What follows belongs to an exercise in optimizing a design on an open flow for small area; a production flow would make more cautious choices.
The RTL was checked by simulation tests, not by an equivalence proof against the original design.
No activity file was given, so power comes from the tool's default toggle rates.

### run.sh
#!/bin/bash
# synth_recipe.tcl (not shown) runs the flow's synth.tcl, then flattens the netlist and writes it again
# the make line also repeats each setting of config.mk as NAME=value (left out here)
make -C /OpenROAD-flow-scripts/flow DESIGN_CONFIG=/design/flow/config.mk WORK_HOME=/design/flow/orfs CLKGATE_MAP_FILE= SYNTH_SCRIPT=/design/flow/synth_recipe.tcl finish
### config.mk
export PLATFORM = sky130hd
export DESIGN_NAME = reg_file_param
export DESIGN_NICKNAME = reg_file_param
export VERILOG_FILES = /design/flow/design.v
export SDC_FILE = /design/flow/constraint.sdc
export NUM_CORES = 4
export LEC_CHECK = 0
export CAP_MARGIN = 20
export CORE_MARGIN = 2
export CORE_UTILIZATION = 30
export PLACE_DENSITY = 0.45
export SETUP_SLACK_MARGIN = 0.2
export SLEW_MARGIN = 20
export SYNTH_HIERARCHICAL = 1
export SYNTH_MINIMUM_KEEP_SIZE = 0
### constraint.sdc
create_clock -name core_clock -period 7.0 [get_ports {clk}]
set_input_delay 1.4000 -clock core_clock [delete_from_list [all_inputs] [get_ports {clk}]]
set_output_delay 1.4000 -clock core_clock [all_outputs]
set_load 0.01 [all_outputs]
### design.v
package reg_file_pkg;
    localparam int DATA_W_DEF = 32;
    localparam int ADDR_W_DEF = 5;
    typedef enum logic {
        IDLE  = 1'b0,
        CLEAR = 1'b1
    } clr_state_t;
    localparam int DEPTH_DEF = 1 << ADDR_W_DEF;
endpackage
module wr_decoder #(
    parameter int ADDR_W = reg_file_pkg::ADDR_W_DEF
) (
    input  logic                          i_rst,
    input  logic                          i_act,
    input  logic [ADDR_W-1:0]             i_addr,
    output logic [(1 << ADDR_W)-1:0]      o_en,
    output logic [(1 << ADDR_W)-1:0]      o_en_n
);
    always_comb begin
        for (int i = 0; i < (1 << ADDR_W); i++) begin
            o_en[i]   = i_rst || (i_act && (i_addr == ADDR_W'(i)));
            o_en_n[i] = !o_en[i];
        end
    end
endmodule
module rd_decoder #(
    parameter int ADDR_W = reg_file_pkg::ADDR_W_DEF
) (
    input  logic                          i_byp,
    input  logic [ADDR_W-1:0]             i_addr,
    output logic [(1 << ADDR_W)-1:0]      o_sel
);
    always_comb begin
        o_sel[0] = 1'b0;
        for (int i = 1; i < (1 << ADDR_W); i++) begin
            o_sel[i] = !i_byp && (i_addr == ADDR_W'(i));
        end
    end
endmodule
module st_next (
    input  logic i_en,
    input  logic i_d,
    input  logic i_en_n,
    input  logic i_q,
    output logic o_d
);
    assign o_d = (i_en & i_d) | (i_en_n & i_q);
endmodule
module sel3_n (
    input  logic [2:0] i_s,
    input  logic [2:0] i_d,
    output logic       o_n
);
    assign o_n = !((i_s[0] & i_d[0]) | (i_s[1] & i_d[1]) | (i_s[2] & i_d[2]));
endmodule
module sel2_n (
    input  logic [1:0] i_s,
    input  logic [1:0] i_d,
    output logic       o_n
);
    assign o_n = !((i_s[0] & i_d[0]) | (i_s[1] & i_d[1]));
endmodule
module nand_n #(
    parameter int N = 4
) (
    input  logic [N-1:0] i_a,
    output logic         o_y
);
    assign o_y = !(&i_a);
endmodule
module or_n #(
    parameter int N = 3
) (
    input  logic [N-1:0] i_a,
    output logic         o_y
);
    assign o_y = |i_a;
endmodule
module rd_bit32 (
    input  logic [31:0] i_s,
    input  logic [31:0] i_d,
    output logic        o_q
);
    logic [10:0] w_z;
    logic [2:0]  w_p;
    for (genvar g = 0; g < 10; g++) begin : g_s3
        sel3_n u_s3 (.i_s(i_s[3*g +: 3]), .i_d(i_d[3*g +: 3]), .o_n(w_z[g]));
    end
    sel2_n u_s2 (.i_s(i_s[31:30]), .i_d(i_d[31:30]), .o_n(w_z[10]));
    nand_n #(.N(4)) u_n0 (.i_a(w_z[3:0]),  .o_y(w_p[0]));
    nand_n #(.N(4)) u_n1 (.i_a(w_z[7:4]),  .o_y(w_p[1]));
    nand_n #(.N(3)) u_n2 (.i_a(w_z[10:8]), .o_y(w_p[2]));
    or_n   #(.N(3)) u_o  (.i_a(w_p),       .o_y(o_q));
endmodule
module reg_file_param #(
    parameter int DATA_W   = reg_file_pkg::DATA_W_DEF,
    parameter int ADDR_W   = reg_file_pkg::ADDR_W_DEF,
    parameter int ZERO_REG = 1,
    parameter int BYPASS   = 1
) (
    input  logic              clk,
    input  logic              rst,
    input  logic              writeEn,
    input  logic [ADDR_W-1:0] RegNum,
    input  logic [DATA_W-1:0] RegData,
    input  logic [ADDR_W-1:0] rdNumA,
    output logic [DATA_W-1:0] rdDataA,
    input  logic [ADDR_W-1:0] rdNumB,
    output logic [DATA_W-1:0] rdDataB,
    input  logic              clearReq,
    output logic              busy,
    output reg_file_pkg::clr_state_t dbg_state
);
    localparam int DEPTH = 1 << ADDR_W;
    logic [DEPTH-1:1][DATA_W-1:0] r_mem;
    logic [DEPTH-1:1][DATA_W-1:0] w_mem_nxt;
    logic              r_busy;
    logic [ADDR_W-1:0] r_ptr;
    logic              w_wr_en;
    logic              w_act;
    logic [ADDR_W-1:0] w_row_addr;
    logic [DEPTH-1:0]  w_en, w_en_n;
    logic [DATA_W-1:0] w_wdata;
    logic              w_wr_nz;
    logic              w_bypA, w_bypB;
    logic [DEPTH-1:0]  w_selA, w_selB;
    assign w_wr_en   = writeEn && !r_busy;
    assign busy      = r_busy;
    assign dbg_state = reg_file_pkg::clr_state_t'(r_busy);
    always_ff @(posedge clk) begin
        if (rst) begin
            r_busy <= 1'b0;
            r_ptr  <= '0;
        end else if (r_busy) begin
            r_ptr <= r_ptr + ADDR_W'(1);
            if (r_ptr == ADDR_W'(DEPTH - 1)) begin
                r_busy <= 1'b0;
            end
        end else if (clearReq) begin
            r_busy <= 1'b1;
            r_ptr  <= '0;
        end
    end
    assign w_act      = writeEn || r_busy;
    assign w_row_addr = r_busy ? r_ptr : RegNum;
    wr_decoder #(
        .ADDR_W (ADDR_W)
    ) u_wr_decoder (
        .i_rst  (rst),
        .i_act  (w_act),
        .i_addr (w_row_addr),
        .o_en   (w_en),
        .o_en_n (w_en_n)
    );
    assign w_wdata = (rst || r_busy) ? '0 : RegData;
    for (genvar i = 1; i < DEPTH; i++) begin : g_row
        for (genvar b = 0; b < DATA_W; b++) begin : g_bit
            st_next u_nxt (
                .i_en   (w_en[i]),
                .i_d    (w_wdata[b]),
                .i_en_n (w_en_n[i]),
                .i_q    (r_mem[i][b]),
                .o_d    (w_mem_nxt[i][b])
            );
        end
    end
    always_ff @(posedge clk) begin
        r_mem <= w_mem_nxt;
    end
    assign w_wr_nz = w_wr_en && (RegNum != '0);
    assign w_bypA  = (BYPASS != 0) && w_wr_nz && (rdNumA == RegNum);
    assign w_bypB  = (BYPASS != 0) && w_wr_nz && (rdNumB == RegNum);
    rd_decoder #(.ADDR_W(ADDR_W)) u_rd_decA (.i_byp(w_bypA), .i_addr(rdNumA), .o_sel(w_selA));
    rd_decoder #(.ADDR_W(ADDR_W)) u_rd_decB (.i_byp(w_bypB), .i_addr(rdNumB), .o_sel(w_selB));
    for (genvar b = 0; b < DATA_W; b++) begin : g_rd
        logic [DEPTH-1:0] w_col;
        always_comb begin
            w_col[0] = RegData[b];
            for (int i = 1; i < DEPTH; i++) w_col[i] = r_mem[i][b];
        end
        rd_bit32 u_rdA (.i_s({w_selA[DEPTH-1:1], w_bypA}), .i_d(w_col), .o_q(rdDataA[b]));
        rd_bit32 u_rdB (.i_s({w_selB[DEPTH-1:1], w_bypB}), .i_d(w_col), .o_q(rdDataB[b]));
    end
endmodule
==> run notes, run 1 <==
Status
The flow ran to the end and the layout has no timing, DRC or antenna violations.

Clock tree
The number of H-tree levels is 3. Counting the buffers created by CTS gives 112. TritonCTS built the clock tree. Hold repair after CTS inserted 0 buffers. The longest clock path from root to sink contains 3 buffers. Clock-pin slew was measured on the worst setup and hold paths at 60 ps.

The count of clock tree sinks is 998. The library cell used as clock root buffer is clkbuf_16. The latest clock arrival within the worst-skew pair is 740 ps.

Floorplanning
In this run the core area contains 132 standard-cell rows. The floorplan step defined a die boundary enclosing 0.134 mm^2. The initial utilization of the core area, before any placement, comes to 0.302.

The floorplan step set the die width to 365 um. The I/O pin count is 117. The area of the core region is 0.130 mm^2. The floorplan step set the die height to 365 um.

Global routing
The via count of the first global-routing pass is 37,200. The first global-routing pass estimated 301,000 um of wire. Entering global routing, the biggest net connects 44 pins.

The total global routing overflow is 0. In the global route stage, overall resource usage came out at 0.316. The initial antenna violation count is 14.

Worst setup path
In this run the worst setup path begins at rdNumB[1]. The critical path in this run is classified as in -> out. The startpoint type of the worst setup path is an input pin. Along the worst path, the maximum fanout reaches 12.

Data arrives at the worst endpoint at 5550 ps. The startpoint identified for the worst register-to-register timing path is r_busy. In this design, the critical path's most frequently occurring cell is buf_4. At the worst endpoint, the required time is 5600 ps.

The delay of the slowest cell on the worst path is 930 ps. On the critical path, the stage with the largest delay is an instance of nand2_1. The signal on the critical path passes through clkdlybuf4s50_1 > buf_4 > buf_4 > nand2_1 > nor2_4 > buf_4 > a222oi_1 > nand4_1 > buf_12 > or3_1 > clkdlybuf4s50_1. The type of destination of the critical path is an output pin.

Synth
The cell area that synthesis handed to floorplanning was 0.0392 mm^2. In this run the mean area of a mapped cell was 12.1 um^2. The post-synth net total is 3,281. The Yosys step of the flow raised 9 warnings. Counting every instance in the synthesized netlist gives 3,228.

Place
The detailed placer's ending HPWL is 131,000 um. Summing all placed instances gives a cell area of 0.0473 mm^2. In this run the tool buffered the top-level ports with 116 buffer cells. The global placement routability congestion is 0.907.

Finish
At the end of the flow the core is filled with cells to 0.402. The proportion of layout cells with a drive suffix above 1 is 0.206. The post-synthesis to final-layout area growth is 33.1%.

Counting the fill cells in the layout gives 12,300. The sequential standard cell area is 0.0200 mm^2. Summing all multi-input logic gate instances after layout gives 0.0201 mm^2. After routing the design area is 0.0522 mm^2.

At the end of the flow, the number of nets in the layout was 3,915.

Timing
The maximum frequency from static timing analysis is 144 MHz. The max-slew violation count was 0. The setup-violating endpoint count in the final report is 0. The post-route clock skew is 21.2 ps. Headroom to the max-slew limit came out at 0.165.

The clock period minus worst slack is 6950 ps. The worst slack on hold paths is 493 ps. Setup repair after global routing could not meet its margin everywhere. The hold violation count in the final report was 0. At the pin with the least slew margin, the transition time is 1250 ps. In the finished design, the share of the clock period the worst path needs comes to 0.993.

Routing
The number of design-rule violations left by the first detailed-router iteration is 9,434. After detailed routing, no signal wire sits above met5. The wire length after detailed routing is 222,000 um.

The routed length on met2 is 93,100 um. The detailed router put a total of 89,600 um of wire on met1. The length of routed met3 wiring is 26,600 um. The DRC violation count after routing is 0. Dividing the detail-routed wire length by the instance count gives 39.0 um.

The count of antenna-violating nets left after detailed routing is 0. The via density per instance is 7.07. The number of vias after detailed routing is 40,300. The length of the first detailed-routing pass in iterations is 13.

Flow run
Across the run, the number of max-cap violations was 0.

Power and ir drop
Power spread over the standard cell area amounts to 275 mW/mm^2. The share of total power dissipated in sequential elements is 0.453. For this design the total switching power over the nets is 4.05 mW. The combinational power share is 0.126. Cell internal power was estimated by the tool at 10.3 mW. The leakage power is 20.0 nW. Of the total power, the clock network draws 0.421. IR analysis of the VDD net gives a maximum drop of 198 uV. The switching portion of total power is 0.282.

Worst hold path
The startpoint identified for the worst hold timing path is r_mem[796]. The worst hold path belongs to the class reg -> reg.
## final cells by class
class                           instances  area share
Clock buffer                          179      0.0653
Sequential cell                       998       0.383
Antenna cell                            3    0.000144
Tap cell                             1742      0.0418
Timing Repair Buffer                  544       0.119
Multi-Input combinational cell       2205       0.385
Inverter                                1   0.0000719
Clock inverter                         27     0.00556
## path summary, 6_finish.rpt
check	endpoint	slack [ps]	cells after the start
max	rdDataB[13]	50	11
min	r_mem[796]	490	1
max reg2reg	r_mem[277]	3490	7
min reg2reg	r_mem[796]	490	1
## sequential cells by signal, summed over array words and instances, names as in the netlist
register / count
r_ptr: 5
r_mem: 992
r_busy: 1
## worst max-delay path, delay by kind of cell
kind                   cells  cell delay (ps)
AND/OR/NAND/NOR            4             1930
buffers and inverters      6             1810
AO/OA/AOI/OAI              1              380
## power groups by stage
stage               Clock [mW]  Sequential [mW]  Combinational [mW]
global placement             0             6.61                1.71
detailed placement           0             6.60                1.73
finish                    6.05             6.51                1.81
floorplan                    0             6.51               0.815
CTS                       6.08             6.49                1.76
global route              6.33             6.56                1.86
## cell usage in the layout, fill, tap and decap left out, drive strengths merged, types with 65 or more instances in the layout
cell	count
a22o	992
clkbuf	185
nand3	67
a222oi	640
buf	422
dfxtp	998
nor2	65
nand4	128
clkdlybuf4s50	75
## through the flow
| stage | setup slack [ps] | cells | setup TNS [ps] | power, mW |
|---|---|---|---|---|
| 2_1_floorplan | -387 | 3228 | -24800 | 7.33 |
| 3_3_place_gp | -390 | 5414 | -2100 | 8.32 |
| 3_5_place_dp | -336 | 5424 | -1680 | 8.33 |
| 4_1_cts | 149 | 5669 | 0 | 14.3 |
| 5_1_grt | 85.3 | 5696 | 0 | 14.7 |
| 6_report | 50.3 | 5699 | 0 | 14.4 |
## repair_timing
action / in CTS / in global routing
endpoints found under the setup margin: 63 / 54
cloned: 12 / 6
pin swaps: 42 / 83
buffers inserted: 27 / 21
gates resized for setup: 42 / 49
## layer usage
metal / global-route usage / up-vias
li1: - / 16400
met1: 0.432 / 20300
met2: 0.458 / 3099
met3: 0.0698 / 546
met4: 0.173 / 14
met5: 0 / -
==> run 2: changes to the inputs <==
--- a/design.v
+++ b/design.v
@@ -54,10 +54,11 @@
     assign o_n = !((i_s[0] & i_d[0]) | (i_s[1] & i_d[1]) | (i_s[2] & i_d[2]));
 endmodule
-module sel2_n (
+module sel2_last (
+    input  logic [1:0] i_z,
     input  logic [1:0] i_s,
     input  logic [1:0] i_d,
-    output logic       o_n
+    output logic       o_p
 );
-    assign o_n = !((i_s[0] & i_d[0]) | (i_s[1] & i_d[1]));
+    assign o_p = !(&i_z) | (i_s[0] & i_d[0]) | (i_s[1] & i_d[1]);
 endmodule
 module nand_n #(
@@ -77,19 +78,18 @@
     assign o_y = |i_a;
 endmodule
-module rd_bit32 (
+module rd_bit (
     input  logic [31:0] i_s,
     input  logic [31:0] i_d,
     output logic        o_q
 );
-    logic [10:0] w_z;
-    logic [2:0]  w_p;
+    logic [9:0] w_z;
+    logic [2:0] w_p;
     for (genvar g = 0; g < 10; g++) begin : g_s3
         sel3_n u_s3 (.i_s(i_s[3*g +: 3]), .i_d(i_d[3*g +: 3]), .o_n(w_z[g]));
     end
-    sel2_n u_s2 (.i_s(i_s[31:30]), .i_d(i_d[31:30]), .o_n(w_z[10]));
-    nand_n #(.N(4)) u_n0 (.i_a(w_z[3:0]),  .o_y(w_p[0]));
-    nand_n #(.N(4)) u_n1 (.i_a(w_z[7:4]),  .o_y(w_p[1]));
-    nand_n #(.N(3)) u_n2 (.i_a(w_z[10:8]), .o_y(w_p[2]));
-    or_n   #(.N(3)) u_o  (.i_a(w_p),       .o_y(o_q));
+    nand_n #(.N(4)) u_n0 (.i_a(w_z[3:0]), .o_y(w_p[0]));
+    nand_n #(.N(4)) u_n1 (.i_a(w_z[7:4]), .o_y(w_p[1]));
+    sel2_last u_n2 (.i_z(w_z[9:8]), .i_s(i_s[31:30]), .i_d(i_d[31:30]), .o_p(w_p[2]));
+    or_n   #(.N(3)) u_o  (.i_a(w_p), .o_y(o_q));
 endmodule
 module reg_file_param #(
@@ -179,6 +179,6 @@
             for (int i = 1; i < DEPTH; i++) w_col[i] = r_mem[i][b];
         end
-        rd_bit32 u_rdA (.i_s({w_selA[DEPTH-1:1], w_bypA}), .i_d(w_col), .o_q(rdDataA[b]));
-        rd_bit32 u_rdB (.i_s({w_selB[DEPTH-1:1], w_bypB}), .i_d(w_col), .o_q(rdDataB[b]));
+        rd_bit u_rdA (.i_s({w_selA[DEPTH-1:1], w_bypA}), .i_d(w_col), .o_q(rdDataA[b]));
+        rd_bit u_rdB (.i_s({w_selB[DEPTH-1:1], w_bypB}), .i_d(w_col), .o_q(rdDataB[b]));
     end
 endmodule
==> flow/run.sh (new file) <==
#!/bin/bash
# The standard layout, with plain buf_1 cells as the input/output port buffers
# instead of the delay buffers buffer_ports picks by default.
set -e
export BUFFER_PORTS_ARGS="-buffer_cell sky130_fd_sc_hd__buf_1"
bash standard.sh > standard_flow.log 2>&1
==> standard.sh (new file) <==
#!/bin/bash
# synth_recipe.tcl (not shown) runs the flow's synth.tcl, then flattens the netlist and writes it again
# the make line also repeats each setting of config.mk as NAME=value (left out here)
make -C /OpenROAD-flow-scripts/flow DESIGN_CONFIG=/design/flow/config.mk WORK_HOME=/design/flow/orfs CLKGATE_MAP_FILE= SYNTH_SCRIPT=/design/flow/synth_recipe.tcl "${@:-finish}"
--- a/config.mk
+++ b/config.mk
@@ -8,7 +8,10 @@
 export CAP_MARGIN = 20
 export CORE_MARGIN = 2
-export CORE_UTILIZATION = 30
-export PLACE_DENSITY = 0.45
-export SETUP_SLACK_MARGIN = 0.2
+export CORE_UTILIZATION = 55
+export CTS_BUF_LIST = sky130_fd_sc_hd__clkbuf_16
+export CTS_CLUSTER_DIAMETER = 80
+export CTS_CLUSTER_SIZE = 25
+export PLACE_DENSITY = 0.65
+export SETUP_SLACK_MARGIN = 0.1
 export SLEW_MARGIN = 20
 export SYNTH_HIERARCHICAL = 1
removed: run.sh
==> run notes, run 2 <==
Worst setup path
The endpoint identified for the worst register-to-register timing path is r_mem[578]. The delay of the slowest cell on the worst path is 910 ps. The number of cells on the worst reg-to-reg path is 5. The critical path ends at rdDataA[18]. Data arrives at the worst endpoint at 5510 ps. The setup slack of the worst register-to-register path is 3310 ps. The signal on the critical path passes through buf_1 > xor2_1 > nor4_2 > nand4bb_1 > nor2_4 > buf_4 > a222oi_1 > nand4_1 > or3_1 > buf_1. The startpoint of the worst setup timing path is rdNumA[3]. The instance count on the critical path is 10. Grouping stages by cell kind, the critical path spends the most delay in simple AND/OR/NAND/NOR gates. The most frequent cell on the critical path is buf_1.

The library cell contributing the largest single delay on the critical path is nor4_2. Data on the critical path is required at its endpoint by 5600 ps. The startpoint type of the worst setup path is an input pin. The type of destination of the critical path is an output pin. The worst setup path is of the in -> out kind. In this run the critical register-to-register path is launched from r_busy. The worst-path maximum fanout is 23. The combined buffer and inverter count along the critical path is 3.

Clock tree
Counting along the longest clock path gives a buffer depth of 3. The clock buffer count from CTS is 48. The number of cells upsized or downsized after cts is 0. The count of clock tree sinks is 998. The quantity of hold-fixing buffers added after cts is 0. The library cell used as clock root buffer is clkbuf_16. Clock-pin slew was measured on the worst setup and hold paths at 90 ps. In this run the post-CTS setup repair buffer count came out at 0.

The number of H-tree levels is 2. The clock tree from TritonCTS is built. The later pin in the worst-skew pair is clocked with a latency of 670 ps.

Flow run
Across the run, the number of max-cap violations was 0.

Global routing
Across every metal layer, demand over resource in global routing totals 0.488. The via count of the first global-routing pass is 38,400. Summed over all layers, the global routing overflow is 0. The initial antenna violation count is 5. The pin count of the biggest net entering global routing is 41. The wire length of the first global-routing pass is 266,000 um.

Finish
The proportion of layout cells with a drive suffix above 1 is 0.103. The non-filler instance count after layout is 4,511. More flip-flops sit in one register than any other, and that register is r_mem. The utilization of the core after routing is 0.631. The library cell used most frequently in the layout, excluding fill and tap cells, is dfxtp_1.

After the last flow step, the layout net total stands at 3,595. The final standard cell area without fillers is 0.0442 mm^2. In the layout the commonest cells are dfxtp_1, a22o_1, a222oi_1. The largest registers in the layout are r_mem (992), r_ptr (5), r_busy (1). The register with the most flip-flops in the layout has 992 of them. The post-synthesis to final-layout area growth is 13.7%.

Status
The run finished with no timing, DRC or antenna violations.

Timing
The final worst-path cycle share is 0.987. The max-slew violation count is 0. Setup repair after global routing left no endpoint under its margin. The final total negative setup slack is 0 ps.

The maximum frequency from static timing analysis is 145 MHz. Final hold analysis gives a worst-case slack of 505 ps. The setup-violating endpoint count in the final report is 0. The worst-margin pin slew is 1320 ps. The hold violation count in the final report is 0.

The smallest clock period supported by the final layout is computed as 6910 ps. The post-route clock skew is 14.7 ps. Headroom to the max-slew limit came out at 0.114. The final worst-path setup slack is 89.1 ps.

Power and ir drop
The worst vdd rail ir drop is 265 uV. The total chip power is 11.3 mW. In this run the static leakage power is 16.4 nW. Dividing total power by cell area gives a power density of 257 mW/mm^2.

Place
Once placement finished, the instance area stood at 0.0426 mm^2. Routability-driven placement finished with a final weighted congestion of 0.963. The detailed placer's ending HPWL is 112,000 um.

The count of buffers added on input and output ports is 116. Before CTS, the worst setup slack after placement is 321 ps. Including well taps, the total number of placed cells is 4,425.

Floorplanning
The die is 270 um tall. The floorplan step defined a die boundary enclosing 0.0728 mm^2. The area of the core region is 0.0700 mm^2. For this configuration, the core starts out at a cell density of 0.555.

From left edge to right edge, the die measures 270 um. The I/O pin count is 117. The number of cell rows is 97.

Routing
The length of the first detailed-routing pass in iterations is 13. Using the TritonRoute via totals, the vias-per-cell ratio works out to 8.95. The number of design-rule violations left by the first detailed-router iteration is 11,000.

The count of antenna-violating nets left after detailed routing is 0. The wire length after detailed routing is 188,000 um. The detailed-route wire length per cell is 41.7 um. For this run, design rule violations remaining after detail routing come to 0.

The routed layout has 40,400 vias.

Synth
The synthesized cell area is 0.0389 mm^2. The Yosys step of the flow raised 9 warnings. Synthesis produced a netlist whose cell count is 3,228. The mean area per synthesized cell is 12.0 um^2. The number of nets handed over by synthesis was 3,281.

Worst hold path
The worst hold path belongs to the class reg -> reg.
[run 2: how the worst min path moves through the flow]
stage,endpoint,start,cells past startpoint
detailed placement,r_mem[487],r_mem[487],1
global route,r_mem[583],r_mem[583],1
finish,r_mem[583],r_mem[583],1
CTS,r_mem[487],r_mem[487],1
global placement,r_mem[843],r_mem[843],1
floorplan,r_mem[160],r_mem[160],1
[run 2: layout make-up]
cell class,count,area (um^2)
Clock inverter,19,168
Multi-Input combinational cell,2194,19500
Fill cell,5603,25800
Inverter,1,3.75
Timing Repair Buffer,299,2130
Clock buffer,49,1230
Antenna cell,11,27.5
Tap cell,940,1180
Sequential cell,998,20000
[run 2: report_power, final]
group	internal, mW	switching, mW
sequential	6.13	0.377
clock	1.36	1.94
combinational	0.530	1.01
[run 2: routing by layer]
layer,global-route usage,up-vias,routed length [um],share of wire
met5,0.00263,-,22,0.00012
met4,0.357,4,16800,0.089
met1,0.597,19500,63200,0.34
met2,0.681,4165,75200,0.40
met3,0.211,1074,32800,0.17
li1,-,15600,-,-
==> run 3: changes to the inputs <==
--- a/design.v
+++ b/design.v
@@ -27,5 +27,4 @@
     parameter int ADDR_W = reg_file_pkg::ADDR_W_DEF
 ) (
-    input  logic                          i_byp,
     input  logic [ADDR_W-1:0]             i_addr,
     output logic [(1 << ADDR_W)-1:0]      o_sel
@@ -34,5 +33,5 @@
         o_sel[0] = 1'b0;
         for (int i = 1; i < (1 << ADDR_W); i++) begin
-            o_sel[i] = !i_byp && (i_addr == ADDR_W'(i));
+            o_sel[i] = (i_addr == ADDR_W'(i));
         end
     end
@@ -54,11 +53,10 @@
     assign o_n = !((i_s[0] & i_d[0]) | (i_s[1] & i_d[1]) | (i_s[2] & i_d[2]));
 endmodule
-module sel2_last (
-    input  logic [1:0] i_z,
-    input  logic [1:0] i_s,
-    input  logic [1:0] i_d,
-    output logic       o_p
+module sel1_n (
+    input  logic i_s,
+    input  logic i_d,
+    output logic o_n
 );
-    assign o_p = !(&i_z) | (i_s[0] & i_d[0]) | (i_s[1] & i_d[1]);
+    assign o_n = !(i_s & i_d);
 endmodule
 module nand_n #(
@@ -70,26 +68,29 @@
     assign o_y = !(&i_a);
 endmodule
-module or_n #(
-    parameter int N = 3
-) (
-    input  logic [N-1:0] i_a,
-    output logic         o_y
+module byp_sel (
+    input  logic [2:0] i_p,
+    input  logic       i_byp,
+    input  logic       i_d,
+    output logic       o_q
 );
-    assign o_y = |i_a;
+    assign o_q = ((|i_p) & !i_byp) | (i_d & i_byp);
 endmodule
 module rd_bit (
-    input  logic [31:0] i_s,
-    input  logic [31:0] i_d,
+    input  logic [31:1] i_s,
+    input  logic [31:1] i_d,
+    input  logic        i_byp,
+    input  logic        i_byp_d,
     output logic        o_q
 );
-    logic [9:0] w_z;
-    logic [2:0] w_p;
+    logic [10:0] w_z;
+    logic [2:0]  w_p;
     for (genvar g = 0; g < 10; g++) begin : g_s3
-        sel3_n u_s3 (.i_s(i_s[3*g +: 3]), .i_d(i_d[3*g +: 3]), .o_n(w_z[g]));
+        sel3_n u_s3 (.i_s(i_s[3*g+1 +: 3]), .i_d(i_d[3*g+1 +: 3]), .o_n(w_z[g]));
     end
-    nand_n #(.N(4)) u_n0 (.i_a(w_z[3:0]), .o_y(w_p[0]));
-    nand_n #(.N(4)) u_n1 (.i_a(w_z[7:4]), .o_y(w_p[1]));
-    sel2_last u_n2 (.i_z(w_z[9:8]), .i_s(i_s[31:30]), .i_d(i_d[31:30]), .o_p(w_p[2]));
-    or_n   #(.N(3)) u_o  (.i_a(w_p), .o_y(o_q));
+    sel1_n u_s1 (.i_s(i_s[31]), .i_d(i_d[31]), .o_n(w_z[10]));
+    nand_n #(.N(4)) u_n0 (.i_a(w_z[3:0]),  .o_y(w_p[0]));
+    nand_n #(.N(4)) u_n1 (.i_a(w_z[7:4]),  .o_y(w_p[1]));
+    nand_n #(.N(3)) u_n2 (.i_a(w_z[10:8]), .o_y(w_p[2]));
+    byp_sel u_byp (.i_p(w_p), .i_byp(i_byp), .i_d(i_byp_d), .o_q(o_q));
 endmodule
 module reg_file_param #(
@@ -171,14 +172,13 @@
     assign w_bypA  = (BYPASS != 0) && w_wr_nz && (rdNumA == RegNum);
     assign w_bypB  = (BYPASS != 0) && w_wr_nz && (rdNumB == RegNum);
-    rd_decoder #(.ADDR_W(ADDR_W)) u_rd_decA (.i_byp(w_bypA), .i_addr(rdNumA), .o_sel(w_selA));
-    rd_decoder #(.ADDR_W(ADDR_W)) u_rd_decB (.i_byp(w_bypB), .i_addr(rdNumB), .o_sel(w_selB));
+    rd_decoder #(.ADDR_W(ADDR_W)) u_rd_decA (.i_addr(rdNumA), .o_sel(w_selA));
+    rd_decoder #(.ADDR_W(ADDR_W)) u_rd_decB (.i_addr(rdNumB), .o_sel(w_selB));
     for (genvar b = 0; b < DATA_W; b++) begin : g_rd
-        logic [DEPTH-1:0] w_col;
+        logic [DEPTH-1:1] w_col;
         always_comb begin
-            w_col[0] = RegData[b];
             for (int i = 1; i < DEPTH; i++) w_col[i] = r_mem[i][b];
         end
-        rd_bit u_rdA (.i_s({w_selA[DEPTH-1:1], w_bypA}), .i_d(w_col), .o_q(rdDataA[b]));
-        rd_bit u_rdB (.i_s({w_selB[DEPTH-1:1], w_bypB}), .i_d(w_col), .o_q(rdDataB[b]));
+        rd_bit u_rdA (.i_s(w_selA[DEPTH-1:1]), .i_d(w_col), .i_byp(w_bypA), .i_byp_d(RegData[b]), .o_q(rdDataA[b]));
+        rd_bit u_rdB (.i_s(w_selB[DEPTH-1:1]), .i_d(w_col), .i_byp(w_bypB), .i_byp_d(RegData[b]), .o_q(rdDataB[b]));
     end
 endmodule
==> run.sh (new file) <==
#!/bin/bash
# synth_recipe.tcl (not shown) runs the flow's synth.tcl, then flattens the netlist and writes it again
# the make line also repeats each setting of config.mk as NAME=value (left out here)
make -C /OpenROAD-flow-scripts/flow DESIGN_CONFIG=/design/flow/config.mk WORK_HOME=/design/flow/orfs CLKGATE_MAP_FILE= SYNTH_SCRIPT=/design/flow/synth_recipe.tcl finish
--- a/config.mk
+++ b/config.mk
@@ -8,9 +8,9 @@
 export CAP_MARGIN = 20
 export CORE_MARGIN = 2
-export CORE_UTILIZATION = 55
+export CORE_UTILIZATION = 60
 export CTS_BUF_LIST = sky130_fd_sc_hd__clkbuf_16
 export CTS_CLUSTER_DIAMETER = 80
 export CTS_CLUSTER_SIZE = 25
-export PLACE_DENSITY = 0.65
+export PLACE_DENSITY = 0.7
 export SETUP_SLACK_MARGIN = 0.1
 export SLEW_MARGIN = 20
removed: flow/run.sh
removed: standard.sh
==> run notes, run 3 <==
Power and ir drop
Of the total power, combinational logic draws 0.146. The worst vdd rail ir drop is 198 uV. The share of total power dissipated in the clock network is 0.276. The total chip power is 11.3 mW. The switching portion of total power is 0.291. The ratio of total power to cell area is 251 mW/mm^2. The internal power of the cells totals 7.99 mW. The analysis attributes to net switching a power of 3.28 mW. The leakage power is 17.0 nW. The sequential share of power is 0.578.

Floorplanning
The number of cell rows is 93. The I/O pin count is 117. The die span in y is 259 um. In this run the horizontal extent of the chip is 259 um. The area of the core region is 0.0645 mm^2. The die covers 0.0672 mm^2. The initial utilization of the core area, before any placement, comes to 0.606.

Global routing
The pin count of the biggest net entering global routing is 65. The initial antenna violation count is 7. For this run, the total global-route usage over all layers was measured as 0.525. For met3 alone, demand over resource in global routing was 0.263.

The wire length of the first global-routing pass is 264,000 um. The routing layer with the top usage in global route is met2. The global-route track usage on met2 is 0.743. The total global routing overflow is 0. For met1 alone, demand over resource in global routing was 0.618. The via count of the first global-routing pass was 40,200.

Routing
The count of antenna-violating nets left after detailed routing is 0. Using the TritonRoute via totals, the vias-per-cell ratio works out to 9.07. The first TritonRoute pass finished after 14 iterations.

The routed layout has 41,400 vias. For this block, the initial DRC count from the detailed router was 11,600. After detailed routing, the number of remaining DRC violations is 0. After detailed routing, the total wire length is 185,000 um. In the final routed layout, each cell accounts on average for 40.6 um.

Finish
Compared with the post-synthesis result, the final layout area differs by 14.9%. With fillers left out, the area of the finished cells amounts to 0.0449 mm^2. The proportion of layout cells with a drive suffix above 1 is 0.106. The largest register by flop count is r_mem. The number of flip-flops in the largest register is 992. The final layout contains 3,748 nets.

The top cell types in the final layout, fill and taps aside, are dfxtp_1, a22o_1, a222oi_1. The largest registers in the layout are r_mem (992), r_ptr (5), r_busy (1). For this run, the number of standard cells in the final layout without fillers is 4,560. The library cell used most frequently in the layout, excluding fill and tap cells, is dfxtp_1.

Timing
The post-route clock skew is 32.5 ps. The final total negative setup slack is 0 ps. The smallest clock period supported by the final layout is computed as 6780 ps. Setup repair after global routing left no endpoint under its margin.

The worst-margin pin slew is 1280 ps. Measured against its own limit, the worst slew margin works out to 0.148. Timing would allow up to 148 MHz. Once routing completed, OpenROAD measured the worst setup slack at 222 ps. The max-slew violation count is 0.

Dividing the final minimum period by the clock period gives 0.968. Setup violations remaining at the end of the flow were counted as 0. The hold violation count in the final report is 0.

Worst setup path
The data required time of the critical path is 5600 ps. The critical path class is in -> out. The type of destination of the critical path is an output pin. The worst register-to-register path begins at r_busy. Of all nets on the critical path, the largest fanout is 32. The library cell contributing the largest single delay on the critical path is nor4_1. Measured in cells, the most critical reg-to-reg path has a length of 5. The arrival time reported for the critical path endpoint is 5380 ps. Traced cell by cell, the critical path runs through clkdlybuf4s50_1 > nand2b_1 > nor2_4 > a222oi_1 > nand4_1 > nor4_1 > a21oi_1 > clkdlybuf4s50_1.

The largest single stage delay on the critical path is 1010 ps. The setup slack of the worst register-to-register path is 3290 ps. The worst register-to-register path ends at r_mem[850].

STA classifies the critical path startpoint as an input pin. The most frequent cell on the critical path is clkdlybuf4s50_1. Together, buffers and inverters on the worst path number 2. The category of cells accounting for the largest share of critical-path delay is simple AND/OR/NAND/NOR gates.

Status
The flow ran to the end and the layout has no timing, DRC or antenna violations.

Clock tree
The library cell used as clock root buffer is clkbuf_16. After clock tree synthesis, the clock-pin slew on the worst setup and hold paths is 90 ps. The quantity of hold-fixing buffers added after cts is 0. CTS saw 998 sinks. The clock passes through at most 3 buffers.

The clock buffer count from CTS is 46. Clock latency on the worst-skew pair, taken at its later pin, is 680 ps. The number of cells upsized or downsized after cts is 0. TritonCTS built the clock tree. In this run the post-CTS setup repair buffer count came out at 0.

The H-tree was split into 2 levels.

Place
The placement-stage cell area is 0.0436 mm^2. The number of port buffers is 116. The global placement routability congestion is 0.965.

OpenSTA, run right after detailed placement, puts the worst setup slack at 468 ps. The detailed placer's ending HPWL is 108,000 um. Counting tap cells, the placed design contains a total of 4,501 instances.

Worst hold path
The end of the worst hold path is r_mem[982]. The worst hold path class is reg -> reg. The instance count along the most critical hold path is 1. The hold path startpoint is r_mem[982].

Synth
A synthesized cell averages 11.7 um^2. During synthesis, Yosys emitted a total of 9 warnings. The synthesized cell area is 0.0391 mm^2.

The number of instances in the synthesized netlist is 3,350. The post-synth net total is 3,403.

Flow run
Across the run, the number of max-cap violations was 0.
run 3: power groups by stage:
stage / Clock (mW) / Combinational, mW / Sequential [mW]
after global routing: 3.26 / 1.66 / 6.55
after CTS: 3.07 / 1.54 / 6.48
final: 3.11 / 1.64 / 6.51
after floorplan: 0 / 0.829 / 6.50
after global placement: 0 / 1.48 / 6.57
after detailed placement: 0 / 1.53 / 6.60
run 3: worst max path at each step:
stage	start	end	cells past startpoint
after global routing	rdNumB[3]	rdDataB[26]	10
after detailed placement	rdNumB[3]	rdDataB[14]	9
after CTS	rdNumB[3]	rdDataB[14]	9
after global placement	rdNumB[3]	rdDataB[14]	9
after floorplan	writeEn	rdDataA[0]	4
final	rdNumA[4]	rdDataA[2]	8
run 3: per-stage QoR:
step,utilization,hold WS [ps]
floorplan,-,460
global placement,0.675,473
detailed placement,0.676,478
CTS,0.695,506
global route,0.696,521
finish,0.696,504
run 3: routing by layer:
metal,share of wire,wire length (um)
met4,0.091,16800
met3,0.19,35100
met2,0.40,73500
met1,0.32,59300
met5,0.0013,243
run 3: final cells by class:
class | instances | area (um^2)
Inverter | 65 | 244
Timing Repair Buffer | 330 | 3010
Multi-Input combinational cell | 2254 | 19300
Clock inverter | 11 | 103
Antenna cell | 1 | 2.50
Clock buffer | 46 | 1150
Tap cell | 855 | 1070
Sequential cell | 998 | 20000
Fill cell | 4749 | 19600
==> run 4: changes to the inputs <==
==> flow/run.sh (new file) <==
#!/bin/bash
# The standard layout, with plain buf_1 cells as the input/output port buffers
# instead of the delay buffers buffer_ports picks by default.
set -e
export BUFFER_PORTS_ARGS="-buffer_cell sky130_fd_sc_hd__buf_1"
bash standard.sh > standard_flow.log 2>&1
==> standard.sh (new file) <==
#!/bin/bash
# synth_recipe.tcl (not shown) runs the flow's synth.tcl, then flattens the netlist and writes it again
# the make line also repeats each setting of config.mk as NAME=value (left out here)
make -C /OpenROAD-flow-scripts/flow DESIGN_CONFIG=/design/flow/config.mk WORK_HOME=/design/flow/orfs CLKGATE_MAP_FILE= SYNTH_SCRIPT=/design/flow/synth_recipe.tcl "${@:-finish}"
removed: run.sh
==> run notes, run 4 <==
Floorplanning
The floorplan has 93 rows. The total area inside the core boundary comes to 0.0645 mm^2. The die covers 0.0672 mm^2. The starting density of the core is 0.606. The die span in y is 259 um. In this run the count of I/O pins placed on the die edge is 117.

The horizontal die dimension is 259 um.

Timing
The clock period minus worst slack is 6430 ps. The worst-margin pin slew is 1320 ps. Dividing the final minimum period by the clock period gives 0.918. For the final routed database, the setup TNS stands at 0 ps.

The maximum frequency from static timing analysis is 156 MHz. The max-slew violation count came to 0. Setup violations remaining at the end of the flow were counted as 0. The tightest slew margin relative to the limit is 0.118. Setup repair after global routing left no endpoint under its margin. The hold violation count in the final report came to 0. On the final layout, the worst clock skew is 29.1 ps.

Clock tree
The number of clock buffers added by TritonCTS is 47. In this run the post-CTS setup repair buffer count came out at 0. The library cell used as clock root buffer is clkbuf_16.

Gates resized during post-CTS repair numbered 0. CTS saw 998 sinks. TritonCTS built the clock tree. The clock passes through at most 3 buffers. The H-tree generated during clock tree synthesis spans 2 levels. The quantity of hold-fixing buffers added after cts is 0. The latest clock arrival within the worst-skew pair is 650 ps. After clock tree synthesis, the clock-pin slew on the worst setup and hold paths is 100 ps.

Routing
The number of design-rule violations left by the first detailed-router iteration is 11,600. The length of the first detailed-routing pass in iterations is 15. The count of antenna-violating nets left after detailed routing is 0. Summed over all layers, the routed wires come to 184,000 um. In the final routed layout, each cell accounts on average for 40.7 um. After detailed routing, the number of remaining DRC violations is 0. In the routed layout, each cell is associated on average with a via count of 9.08. The number of vias after detailed routing is 41,100.

Place
During placement, the flow inserted port buffers numbering 116. Routability-driven placement finished with a final weighted congestion of 0.984. The detailed placer's ending HPWL is 108,000 um. Including well taps, the total number of placed cells is 4,459.

Finish
The area taken by multi-input logic gates is 0.0193 mm^2. The proportion of layout cells with a drive suffix above 1 is 0.0972. The number of flip-flops in the largest register is 992. The top cell types in the final layout, fill and taps aside, are dfxtp_1, a22o_1, a222oi_1.

For this run, the number of standard cells in the final layout without fillers is 4,531. In the final layout, the registers with the most flip-flops are r_mem (992), r_ptr (5), r_busy (1). The largest register by flop count is r_mem. Compared with the post-synthesis result, the final layout area differs by 12.7%. The net count reported at finish is 3,712. Summing all flip-flop and latch instances after layout gives 0.0200 mm^2. Leaving out fill and tap cells, the most frequent cell in the layout is dfxtp_1. Fill cells in the final layout number 4,868.

Power and ir drop
The total chip power is 11.2 mW. For this design the ratio of total power to cell area is 255 mW/mm^2. Across the VDD grid, the largest voltage drop is 192 uV. In this run the static leakage power is 16.5 nW.

Worst setup path
The setup slack of the worst register-to-register path is 3930 ps. The setup path with the least slack is of type in -> out. The endpoint of the lowest-slack register-to-register path is r_mem[297]. The worst flop-to-flop path startpoint is r_busy. The type of destination of the critical path is an output pin. The end of the critical path is rdDataB[6].

The data required time of the critical path is 5600 ps. The worst register-to-register path has a depth of 6. The startpoint of the worst setup timing path is rdNumB[3].

The startpoint type of the worst setup path is an input pin. The worst-path maximum fanout is 26. The arrival time reported for the critical path endpoint is 5030 ps.

Synth
In this run the mean area of a mapped cell was 11.7 um^2. The count of warnings emitted by yosys is 9. The cell count after synthesis came out at 3,350. The number of nets handed over by synthesis was 3,403. The cell area that synthesis handed to floorplanning was 0.0391 mm^2.

Global routing
The total global routing overflow is 0. The via count of the first global-routing pass is 38,800. The first global-routing pass estimated 262,000 um of wire. The initial antenna violation count was 9.

The overall track demand over capacity in global routing is 0.521. The pin count of the biggest net entering global routing is 65.

Worst hold path
The worst hold path class is reg -> reg.

Status
The run finished with no timing, DRC or antenna violations.

Flow run
The tool flagged a number of max-cap violations equal to 0.
[run 4: critical path, cell delays in order]
cell and delay [ps]:
buf_1 310, nand2b_1 720, nor2_4 360, buf_4 290
a222oi_1 390, nand4_1 290, nor4_1 960, a21oi_1 90
buf_1 180
[run 4: how the worst min path moves through the flow]
stage	startpoint	end	slack, ps	depth (start not counted)
after detailed placement	r_mem[987]	r_mem[987]	480	1
after global routing	r_mem[138]	r_mem[138]	520	1
final	r_mem[59]	r_mem[59]	510	1
after floorplan	r_mem[0]	r_mem[0]	460	1
after CTS	r_mem[198]	r_mem[198]	510	1
after global placement	r_mem[797]	r_mem[797]	470	1
[run 4: layout make-up]
cell class / instances / share of cell area
flip-flops and latches: 998 / 0.454
clock buffers: 49 / 0.0279
repair buffers: 293 / 0.0468
diodes: 5 / 0.000284
well taps: 855 / 0.0243
inverters: 65 / 0.00554
multi-input cells: 2254 / 0.439
clock inverters: 12 / 0.00190
[run 4: metal layers]
layer | part of all wire | track usage | vias to the layer above | wire length (um)
li1 | - | - | 15900 | -
met1 | 0.33 | 0.656 | 19600 | 61600
met2 | 0.39 | 0.711 | 4490 | 71500
met3 | 0.18 | 0.215 | 1158 | 33500
met4 | 0.095 | 0.383 | 12 | 17500
met5 | 0.00064 | 0.0128 | - | 118
[run 4: power breakdown]
part / switching, mW / total (mW) / internal, mW / leakage (nW)
logic: 1.02 / 1.55 / 0.534 / 7.66
clock network: 1.90 / 3.17 / 1.27 / 0.659
registers: 0.380 / 6.51 / 6.13 / 8.23
[run 4: through the flow]
stage	setup slack [ps]	cell area [um^2]	hold WS, ps	util
after floorplan	-1290	39100	460	-
after global placement	974	42300	472	0.656
after detailed placement	948	42500	476	0.660
after CTS	942	43800	505	0.680
after global routing	740	44000	521	0.683
final	572	44000	506	0.683
==> run 5: changes to the inputs <==
--- a/config.mk
+++ b/config.mk
@@ -9,8 +9,8 @@
 export CORE_MARGIN = 2
 export CORE_UTILIZATION = 60
-export CTS_BUF_LIST = sky130_fd_sc_hd__clkbuf_16
-export CTS_CLUSTER_DIAMETER = 80
-export CTS_CLUSTER_SIZE = 25
-export PLACE_DENSITY = 0.7
+export CTS_BUF_LIST = sky130_fd_sc_hd__clkbuf_8
+export CTS_CLUSTER_DIAMETER = 60
+export CTS_CLUSTER_SIZE = 16
+export PLACE_DENSITY = 0.8
 export SETUP_SLACK_MARGIN = 0.1
 export SLEW_MARGIN = 20
==> run notes, run 5 <==
Status
The flow ran to the end and the layout has no timing, DRC or antenna violations.

Timing
The clock period minus worst slack is 6460 ps. The worst-margin pin slew is 1330 ps. Setup repair after global routing left no endpoint under its margin.

In the final timing run, aggregate negative setup slack is 0 ps. The final worst-path setup slack is 542 ps. On the final layout, the worst clock skew is 28.5 ps.

The max-slew violation count is 0. The hold violation count in the final report came to 0. The final worst-path cycle share is 0.923. The worst pin sits at a relative slew slack of 0.115. Setup violations remaining at the end of the flow were counted as 0. The maximum frequency from static timing analysis is 155 MHz.

Worst setup path
For the worst setup path, the data arrival time is 5060 ps. STA puts the critical path data required time at 5600 ps. The signal on the critical path passes through buf_1 > nand2b_1 > nor2_4 > a222oi_1 > nand4_1 > nor4_1 > a21oi_1 > buf_1. The worst-path maximum fanout is 22.

The category of cells accounting for the largest share of critical-path delay is simple AND/OR/NAND/NOR gates. By startpoint and endpoint, the worst setup path is classified as in -> out. The slowest stage of the critical path belongs to the cell nor4_1. The worst flop-to-flop path startpoint is r_busy. The startpoint of the worst setup timing path is rdNumA[4]. The critical path contains buffers and inverters numbering 2 combined. The type of destination of the critical path is an output pin. The delay of the slowest cell on the worst path is 1030 ps. The worst setup path is launched from an input pin.

Among the stages of the critical path, the cell type that occurs most often is buf_1.

Routing
The first TritonRoute pass finished after 22 iterations. The detailed-route wire length per cell is 41.3 um. Once detail routing completed, the nets flagged for antenna violations numbered 0. The number of vias after detailed routing is 41,600. The wire length after detailed routing is 188,000 um. In this run, the number of DRC markers left after iteration 0 of detailed routing was 12,200. The via density per instance is 9.14. After detailed routing, the number of remaining DRC violations is 0.

Global routing
The via count of the first global-routing pass is 39,400. Entering global routing, the biggest net connects 65 pins. The initial antenna violation count was 10. The overall track demand over capacity in global routing is 0.535.

The first global-routing pass estimated 267,000 um of wire. Summed over all layers, the global routing overflow is 0.

Clock tree
The clock tree synthesis step divided the H-tree into 3 levels. The clock reaches the later pin of the worst-skew pair after 740 ps. The number of buffers between clock root and the deepest sink is 3. Gates resized during post-CTS repair numbered 0. The clock buffer count from CTS is 74. Counting every sink on the clock net gives 998.

The quantity of hold-fixing buffers added after cts is 0. The CTS clock-pin slew for the worst setup and hold paths is 100 ps. TritonCTS built the clock tree. The root buffer cell chosen for the clock tree is clkbuf_8. After clock tree synthesis, the setup repair step added 0 buffers.

Finish
The post-synthesis to final-layout area growth is 11.7%. The proportion of layout cells with a drive suffix above 1 is 0.103. Ranked by flip-flop count, first place goes to r_mem.

The largest registers in the layout are r_mem (992), r_ptr (5), r_busy (1). Leaving out fill and tap cells, the most frequent cell in the layout is dfxtp_1. For this run, the post-layout net count is 3,729. Excluding fillers, the count of instances in the completed layout stands at 4,554. The number of flip-flops in the largest register is 992. For this run, the share of the core covered by cells in the final layout is 0.677. The layout has 4,861 filler cells. In the layout the commonest cells are dfxtp_1, a22o_1, a222oi_1.

Power and ir drop
The part of the power in the clock network is 0.269. The sequential share of power is 0.590. The internal power is 7.71 mW. The completed layout was analyzed and its total power is 11.0 mW. The switching component of the power is 3.34 mW. Of the total power, the share spent switching nets is 0.302. The combinational power share is 0.141.

The worst vdd rail ir drop is 186 uV. The ratio of total power to cell area is 253 mW/mm^2. Summed over all cells, the static leakage comes to 16.4 nW.

Synth
The count of warnings emitted by yosys is 9. Counting every instance in the synthesized netlist gives 3,350. The mean area per synthesized cell is 11.7 um^2. The post-synth net total is 3,403. The synthesized cell area is 0.0391 mm^2.

Floorplanning
The horizontal die dimension is 259 um. Pin placement for this block handled 117 I/O pins. The die span in y is 259 um.

The area of the core region is 0.0645 mm^2. The starting density of the core is 0.606. The number of cell rows is 93. The die covers 0.0672 mm^2.

Flow run
The max-cap check violation count is 0.

Place
Prior to clock tree synthesis, the placed netlist has a worst setup slack of 1120 ps. During placement, the flow inserted port buffers numbering 116. The detailed placer's ending HPWL is 111,000 um. The number of placed instances, taps included, is 4,452. Routability-driven placement finished with a final weighted congestion of 0.997.

Worst hold path
The path class of the tightest hold or removal check is reg -> reg. The worst hold path begins at r_mem[615].
run 5: layer usage:
metal,track usage,up-vias,wire (um)
met5,0.0142,-,237
met4,0.400,18,19100
li1,-,15900,-
met2,0.732,4810,72600
met1,0.646,19600,60700
met3,0.256,1375,35700
run 5: cell type report:
type	instances	area, um^2	share of cell area
diodes	9	22.5	0.000516
clock buffers	77	1060	0.0243
clock inverters	13	128	0.00292
inverters	65	244	0.00559
multi-input cells	2254	19300	0.443
flip-flops and latches	998	20000	0.458
well taps	855	1070	0.0245
repair buffers	283	1800	0.0411
run 5: power groups by stage:
stage | clock network (mW) | registers [mW] | logic [mW]
3_3_place_gp | 0 | 6.57 | 1.40
6_report | 2.97 | 6.52 | 1.56
4_1_cts | 2.93 | 6.49 | 1.45
5_1_grt | 3.12 | 6.56 | 1.56
2_1_floorplan | 0 | 6.50 | 0.829
3_5_place_dp | 0 | 6.61 | 1.44
run 5: path summary, 6_finish.rpt:
kind	to	slack, ps	depth (start not counted)
worst min-delay path	r_mem[615]	510	1
worst min register to register	r_mem[615]	510	1
worst max-delay path	rdDataA[22]	540	8
worst max register to register	r_mem[724]	3230	5
run 5: metrics by stage:
stage / hold WS [ps] / instance area [um^2]
detailed placement: 475 / 42400
global placement: 472 / 42300
global route: 519 / 43600
CTS: 505 / 43600
finish: 507 / 43600
floorplan: 460 / 39100

## re-timing with driven ports
In the flow no input, the clock included, has a driving cell. The finished layouts below were timed again as built, in two steps. Step 1 assumes that a clkbuf_16 drives the clock port and a buf_2 every other input. Step 2 moves the port delays by t, midway between the first and last clock arrival at a register: inputs arrive t later, outputs are due t later. That takes back most of the time a late clock gives input paths. a / b / c = no drivers / after step 1 / after step 2; a / b = the first two.
run | t (ns) | setup slack, ns | hold slack, ns | worst setup path after step 2 | worst data-port slew with drivers (ns)
run 1 | 0.815 | 0.050 / 0.027 / 0.027 | 0.493 / 0.493 / 0.493 | input to output | 0.08
run 2 | 0.728 | 0.089 / 0.055 / 0.055 | 0.505 / 0.505 / 0.505 | input to output | 0.15
run 3 | 0.724 | 0.222 / 0.199 / 0.199 | 0.504 / 0.504 / 0.504 | input to output | 0.05
run 4 | 0.713 | 0.572 / 0.543 / 0.543 | 0.506 / 0.506 / 0.506 | input to output | 0.07
run 5 | 0.786 | 0.542 / 0.516 / 0.516 | 0.507 / 0.507 / 0.507 | input to output | 0.04
After both steps every run listed still meets setup and hold. The setup slack of run 2, which loses most, moves by -0.034 ns with the drivers and by -0.034 ns with both steps.
